Context: an optimization exercise on an open-source flow, tuned for small area. The choices shown serve that exercise and are no tape-out recipe. Function was checked by simulation only, so behaviour that the tests miss may differ from the original. No driver is modelled on the clock port, so clock power and skew are understated where the tree is cut down; a real chip needs a root buffer or a tree.

Setup of trial 3:
## alu_unit
module alu_unit (
	input  logic                           clk,
	input  logic                           rst,
	input  logic [alu_pkg::word_width-1:0] bus_in,
	input  logic                           y_load,
	input  alu_pkg::alu_op_t               op,
	input  logic                           op_valid,
	output logic [alu_pkg::word_width-1:0] z_hi,
	output logic [alu_pkg::word_width-1:0] z_lo,
	output logic                           done,
	output logic                           busy
);
==> module alu_unit, before the edit <==
module alu_unit (
	input  logic                           clk,
	input  logic                           rst,
	input  logic [alu_pkg::word_width-1:0] bus_in,
	input  logic                           y_load,
	input  alu_pkg::alu_op_t               op,
	input  logic                           op_valid,
	output logic [alu_pkg::word_width-1:0] z_hi,
	output logic [alu_pkg::word_width-1:0] z_lo,
	output logic                           done,
	output logic                           busy
);
	logic [31:0] y;
	logic        y_zero;
	logic [31:0] m;
	logic [3:0]  opr;
	logic        run;
	logic [6:0]  cnt;
	logic [34:0] r;
	logic [7:0]  a0;
	logic [7:0]  a1;
	logic [7:0]  a2;
	logic [7:0]  a3;
	logic        c0;
	logic        c1;
	logic        c2;
	logic        cy;
	logic        rm1;
	logic        accept;
	logic        term;
	logic        tail;
	logic        rclass;
	logic        is_mul;
	logic        ser;
	logic        first;
	logic [3:0]  mk;
	logic [3:0]  bx;
	logic [3:0]  by;
	logic [3:0]  p;
	logic [3:0]  n;
	logic        big;
	logic [6:0]  cnt0;
	logic [31:0] a_in;
	logic [8:0]  s0;
	logic [8:0]  s1;
	logic [8:0]  s2;
	logic [5:0]  s3;
	logic        co0;
	logic        co1;
	logic        co2;
	logic        sa;
	logic        sb;
	logic        ssum;
	logic        sbit;
	logic        fill;
	assign rclass = (opr == 4'd6) | (opr == 4'd7) | (opr == 4'd9);
	assign tail   = cnt[6] | (rclass & (&cnt[5:0]));
	assign term   = cnt[6] & cnt[1] & (rclass | cnt[0]);
	assign busy   = run & ~term;
	assign done   = run & term;
	assign accept = op_valid & ~busy & ~rst;
	assign z_lo = r[31:0];
	assign z_hi = {a3[4:0], a2, a1, a0, r[34:32]};
	assign big = |bus_in[31:5];
	always_comb begin
		case (op)
			4'd6, 4'd7: cnt0 = big ? 7'd31 : {2'b01, ~bus_in[4:0]};
			4'd8:       cnt0 = big ? 7'd32 : {2'b00, bus_in[4:0]};
			4'd9:       cnt0 = {2'b01, ~bus_in[4:0]};
			4'd10:      cnt0 = {2'b01, bus_in[4:0]};
			default:    cnt0 = 7'd32;
		endcase
	end
	assign is_mul = (opr == 4'd11);
	assign ser    = (opr <= 4'd5);
	assign first  = ser & (cnt[6:2] == 5'b01000);
	assign mk[0]  = is_mul & ~cnt[6];
	assign mk[1]  = is_mul & ~(cnt[6] & (cnt[1] | cnt[0]));
	assign mk[2]  = is_mul & ~(cnt[6] & cnt[1]);
	assign mk[3]  = is_mul;
	assign bx     = {r[0], r[1], r[2], r[3]};
	assign by     = {rm1, r[0], r[1], r[2]};
	always_comb begin
		for (int k = 0; k < 4; k++) begin
			p[k] = (mk[k] & ~bx[k] & by[k]) | (first & (cnt[1:0] == k[1:0]));
			n[k] = mk[k] & bx[k] & ~by[k];
		end
	end
	always_comb begin
		logic c;
		logic [8:0] v;
		logic [8:0] d;
		v = {s1[0], a0};
		d = (m[8:0] & {9{p[0]}}) | (~m[8:0] & {9{n[0]}});
		c = n[0];
		for (int i = 0; i < 9; i++) begin
			s0[i] = v[i] ^ d[i] ^ c;
			c = (v[i] & d[i]) | (v[i] & c) | (d[i] & c);
		end
		co0 = c;
	end
	always_comb begin
		logic c;
		logic [8:0] v;
		logic [8:0] d;
		v = {s2[0], a1};
		d = (m[17:9] & {9{p[1]}}) | (~m[17:9] & {9{n[1]}});
		c = c0;
		for (int i = 0; i < 9; i++) begin
			s1[i] = v[i] ^ d[i] ^ c;
			c = (v[i] & d[i]) | (v[i] & c) | (d[i] & c);
		end
		co1 = c;
	end
	always_comb begin
		logic c;
		logic [8:0] v;
		logic [8:0] d;
		v = {s3[0], a2};
		d = (m[26:18] & {9{p[2]}}) | (~m[26:18] & {9{n[2]}});
		c = c1;
		for (int i = 0; i < 9; i++) begin
			s2[i] = v[i] ^ d[i] ^ c;
			c = (v[i] & d[i]) | (v[i] & c) | (d[i] & c);
		end
		co2 = c;
	end
	always_comb begin
		logic c;
		logic [5:0] v;
		logic [5:0] d;
		v = a3[5:0];
		d = ({m[31], m[31:27]} & {6{p[3]}}) | (~{m[31], m[31:27]} & {6{n[3]}});
		c = c2;
		for (int i = 0; i < 6; i++) begin
			s3[i] = v[i] ^ d[i] ^ c;
			c = (v[i] & d[i]) | (v[i] & c) | (d[i] & c);
		end
	end
	assign sa   = r[3] & (opr != 4'd5);
	assign sb   = s0[0] ^ ((opr == 4'd1) | (opr == 4'd4) | (opr == 4'd5));
	assign ssum = sa ^ sb ^ cy;
	always_comb begin
		case (opr)
			4'd2:    sbit = sa & sb;
			4'd3:    sbit = sa | sb;
			4'd4:    sbit = sb;
			default: sbit = ssum;
		endcase
	end
	always_comb begin
		case (opr)
			4'd0, 4'd1, 4'd2, 4'd3, 4'd4, 4'd5: fill = sbit & ~tail;
			4'd7:        fill = r[34] & ~tail;
			4'd8, 4'd11: fill = s0[0];
			4'd9, 4'd10: fill = r[3] & ~tail;
			default:     fill = 1'b0;
		endcase
	end
	assign a_in = y_zero ? 32'd0 : y;
	always_ff @(posedge clk) begin
		if (y_load)
			y <= bus_in;
		if (rst)
			y_zero <= 1'b1;
		else if (y_load)
			y_zero <= 1'b0;
	end
	always_ff @(posedge clk) begin
		if (rst)
			run <= 1'b0;
		else if (accept)
			run <= 1'b1;
		else if (term)
			run <= 1'b0;
	end
	always_ff @(posedge clk) begin
		if (accept) begin
			m   <= bus_in;
			opr <= op;
		end
	end
	always_ff @(posedge clk) begin
		if (accept) begin
			r   <= {a_in, 3'b000};
			{a3, a2, a1, a0} <= 32'd0;
			c0  <= 1'b0;
			c1  <= 1'b0;
			c2  <= 1'b0;
			rm1 <= 1'b0;
			cy  <= (op == 4'd1) | (op == 4'd5);
			cnt <= cnt0;
		end else begin
			r   <= {fill, r[34:1]};
			a0  <= s0[8:1];
			a1  <= s1[8:1];
			a2  <= s2[8:1];
			a3  <= {(opr == 4'd8) & r[3] & ~cnt[5] & ~cnt[6], a3[7], is_mul ? s3[5] : a3[6], s3[5:1]};
			c0  <= co0;
			c1  <= co1;
			c2  <= co2;
			rm1 <= r[0];
			cy  <= (sa & sb) | (sa & cy) | (sb & cy);
			cnt <= cnt + 7'd1;
		end
	end
endmodule
export LEC_CHECK = 0
export CAP_MARGIN = 20
export CORE_MARGIN = 2
export CORE_UTILIZATION = 40
export CTS_BUF_LIST = sky130_fd_sc_hd__clkbuf_8
export CTS_CLUSTER_SIZE = 30
export SLEW_MARGIN = 20
create_clock -name core_clock -period 6.0 [get_ports {clk}]
standard.sh (not shown) runs the stock make flow with config.mk's settings and CLKGATE_MAP_FILE= SYNTH_SCRIPT=/design/flow/synth_recipe.tcl, a recipe that flattens the netlist after the stock synthesis.
==> flow/flow/run.sh <==
#!/bin/bash
# The standard layout (standard.sh), with these changes:
#  - synthesis is standard.sh's own (synth_recipe.tcl and ORFS's synth.tcl,
#    unchanged), run with a copy of ORFS's scripts folder in which the ABC
#    script is flow/abc_area.script: area-oriented mapping instead of ORFS's
#    delay-oriented script with buffering (ABC only maps the logic between
#    registers; the registers are the standard synthesis's);
#  - the port buffers that ORFS inserts before global placement use the
#    smallest buffer cell (every input and output port still gets one);
#  - the clock tree is built by flow/pre_cts.tcl (a root buffer and ten leaf
#    buffers over k-means groups of flip-flops) instead of TritonCTS.
# Each make run's output goes to its own log; ORFS keeps each step's log
# under orfs/logs/.
set -euo pipefail
here=$(pwd)
rm -rf "$here/synth_scripts"
cp -r "$FLOW_HOME/scripts" "$here/synth_scripts"
cp "$here/flow/abc_area.script" "$here/synth_scripts/abc_speed.script"
bash standard.sh "SCRIPTS_DIR=$here/synth_scripts" synth > synth_flow.log 2>&1
bash standard.sh \
  "BUFFER_PORTS_ARGS=-buffer_cell sky130_fd_sc_hd__buf_1" \
  "PRE_CTS_TCL=$here/flow/pre_cts.tcl" \
  "MANUAL_CTS_LEAVES=10" \
  finish > standard_flow.log 2>&1
Other scripts of this flow, unchanged in this note and not shown: flow/flow/abc_area.script, flow/flow/manual_cts.tcl, flow/flow/pre_cts.tcl
Modified inputs, build 20 compared to trial 3
--- a/flow/design.v
+++ b/flow/design.v
@@ -58,13 +58,10 @@
 	logic        tail;
 	logic        rclass;
 	logic        is_mul;
-	logic        ser;
-	logic        first;
-	logic [3:0]  mk;
-	logic [3:0]  bx;
-	logic [3:0]  by;
-	logic [3:0]  p;
-	logic [3:0]  n;
+	logic        e0;
+	logic        e1;
+	logic        e2;
+	logic        e3;
 	logic        big;
 	logic [6:0]  cnt0;
 	logic [31:0] a_in;
@@ -99,27 +96,17 @@
 		endcase
 	end
 	assign is_mul = (opr == 4'd11);
-	assign ser    = (opr <= 4'd5);
-	assign first  = ser & (cnt[6:2] == 5'b01000);
-	assign mk[0]  = is_mul & ~cnt[6];
-	assign mk[1]  = is_mul & ~(cnt[6] & (cnt[1] | cnt[0]));
-	assign mk[2]  = is_mul & ~(cnt[6] & cnt[1]);
-	assign mk[3]  = is_mul;
-	assign bx     = {r[0], r[1], r[2], r[3]};
-	assign by     = {rm1, r[0], r[1], r[2]};
-	always_comb begin
-		for (int k = 0; k < 4; k++) begin
-			p[k] = (mk[k] & ~bx[k] & by[k]) | (first & (cnt[1:0] == k[1:0]));
-			n[k] = mk[k] & bx[k] & ~by[k];
-		end
-	end
+	assign e0     = (r[3] ^ r[2]) & is_mul & ~cnt[6];
+	assign e1     = (r[2] ^ r[1]) & is_mul & ~(cnt[6] & (cnt[1] | cnt[0]));
+	assign e2     = (r[1] ^ r[0]) & is_mul & ~(cnt[6] & cnt[1]);
+	assign e3     = (r[0] ^ rm1) & is_mul;
 	always_comb begin
 		logic c;
 		logic [8:0] v;
 		logic [8:0] d;
 		v = {s1[0], a0};
-		d = (m[8:0] & {9{p[0]}}) | (~m[8:0] & {9{n[0]}});
-		c = n[0];
+		d = {9{e0}} & (m[8:0] ^ {9{r[3]}});
+		c = e0 & r[3];
 		for (int i = 0; i < 9; i++) begin
 			s0[i] = v[i] ^ d[i] ^ c;
 			c = (v[i] & d[i]) | (v[i] & c) | (d[i] & c);
@@ -131,7 +118,7 @@
 		logic [8:0] v;
 		logic [8:0] d;
 		v = {s2[0], a1};
-		d = (m[17:9] & {9{p[1]}}) | (~m[17:9] & {9{n[1]}});
+		d = {9{e1}} & (m[17:9] ^ {9{r[2]}});
 		c = c0;
 		for (int i = 0; i < 9; i++) begin
 			s1[i] = v[i] ^ d[i] ^ c;
@@ -144,7 +131,7 @@
 		logic [8:0] v;
 		logic [8:0] d;
 		v = {s3[0], a2};
-		d = (m[26:18] & {9{p[2]}}) | (~m[26:18] & {9{n[2]}});
+		d = {9{e2}} & (m[26:18] ^ {9{r[1]}});
 		c = c1;
 		for (int i = 0; i < 9; i++) begin
 			s2[i] = v[i] ^ d[i] ^ c;
@@ -157,7 +144,7 @@
 		logic [5:0] v;
 		logic [5:0] d;
 		v = a3[5:0];
-		d = ({m[31], m[31:27]} & {6{p[3]}}) | (~{m[31], m[31:27]} & {6{n[3]}});
+		d = {6{e3}} & ({m[31], m[31:27]} ^ {6{r[0]}});
 		c = c2;
 		for (int i = 0; i < 6; i++) begin
 			s3[i] = v[i] ^ d[i] ^ c;
@@ -165,7 +152,7 @@
 		end
 	end
 	assign sa   = r[3] & (opr != 4'd5);
-	assign sb   = s0[0] ^ ((opr == 4'd1) | (opr == 4'd4) | (opr == 4'd5));
+	assign sb   = a0[0] ^ ((opr == 4'd1) | (opr == 4'd4) | (opr == 4'd5));
 	assign ssum = sa ^ sb ^ cy;
 	always_comb begin
 		case (opr)
@@ -210,7 +197,10 @@
 	always_ff @(posedge clk) begin
 		if (accept) begin
 			r   <= {a_in, 3'b000};
-			{a3, a2, a1, a0} <= 32'd0;
+			if (op <= 4'd5)
+				{a3, a2, a1, a0} <= bus_in;
+			else
+				{a3, a2, a1, a0} <= 32'd0;
 			c0  <= 1'b0;
 			c1  <= 1'b0;
 			c2  <= 1'b0;
--- outcome ---
Build 20: critical path arrival is 0.06 ns higher than what trial 3 reported.
Combined global-route utilization of all metal layers in build 20 is 0.44 points higher than in trial 3
Summary — clock insertion delay at the later pin of the skew report, build 20 relative to trial 3: lower, by 0.02 ns.
Setup WNS trial 3 -> build 20: worse
In the tables for trial 3 and build 20, register-to-register slack reads higher with trial 3.
Of trial 3 and build 20, the run reporting the lower final cell count was build 20.
Of trial 3 and build 20, the run reporting the higher well tap count was build 20.
Taking trial 3 as the reference point, the final clock period utilization by the worst path of build 20 rises by 1.4 points.
No run of this note takes its clock network from TritonCTS; it comes from the design's own scripts or RTL.

-- static timing again, ports no longer ideal --
The flow's constraints put no driver on any port. The routed layouts listed below were extracted and timed again, unchanged, in two steps. Step 1 sets driving cells, clkbuf_16 on the clock port and buf_2 on the other inputs (assumed; they add their load-dependent delay and slew). Step 2 times the ports against the registers' clock, not the clock port: input delays grow and output delays shrink by t, the midpoint of the rising clock arrivals with the driver on. Slacks: no drivers / after step 1 / after step 2; pairs: no drivers / after step 1.
run | shift t [ns] | setup slack, ns | worst data-port slew with drivers (ns)
trial 3 | 0.566 | 0.638 / 0.638 / 0.638 | 0.04
build 20 | 0.550 | 0.552 / 0.552 / 0.552 | 0.04
After both steps setup and hold are still met in every run listed.
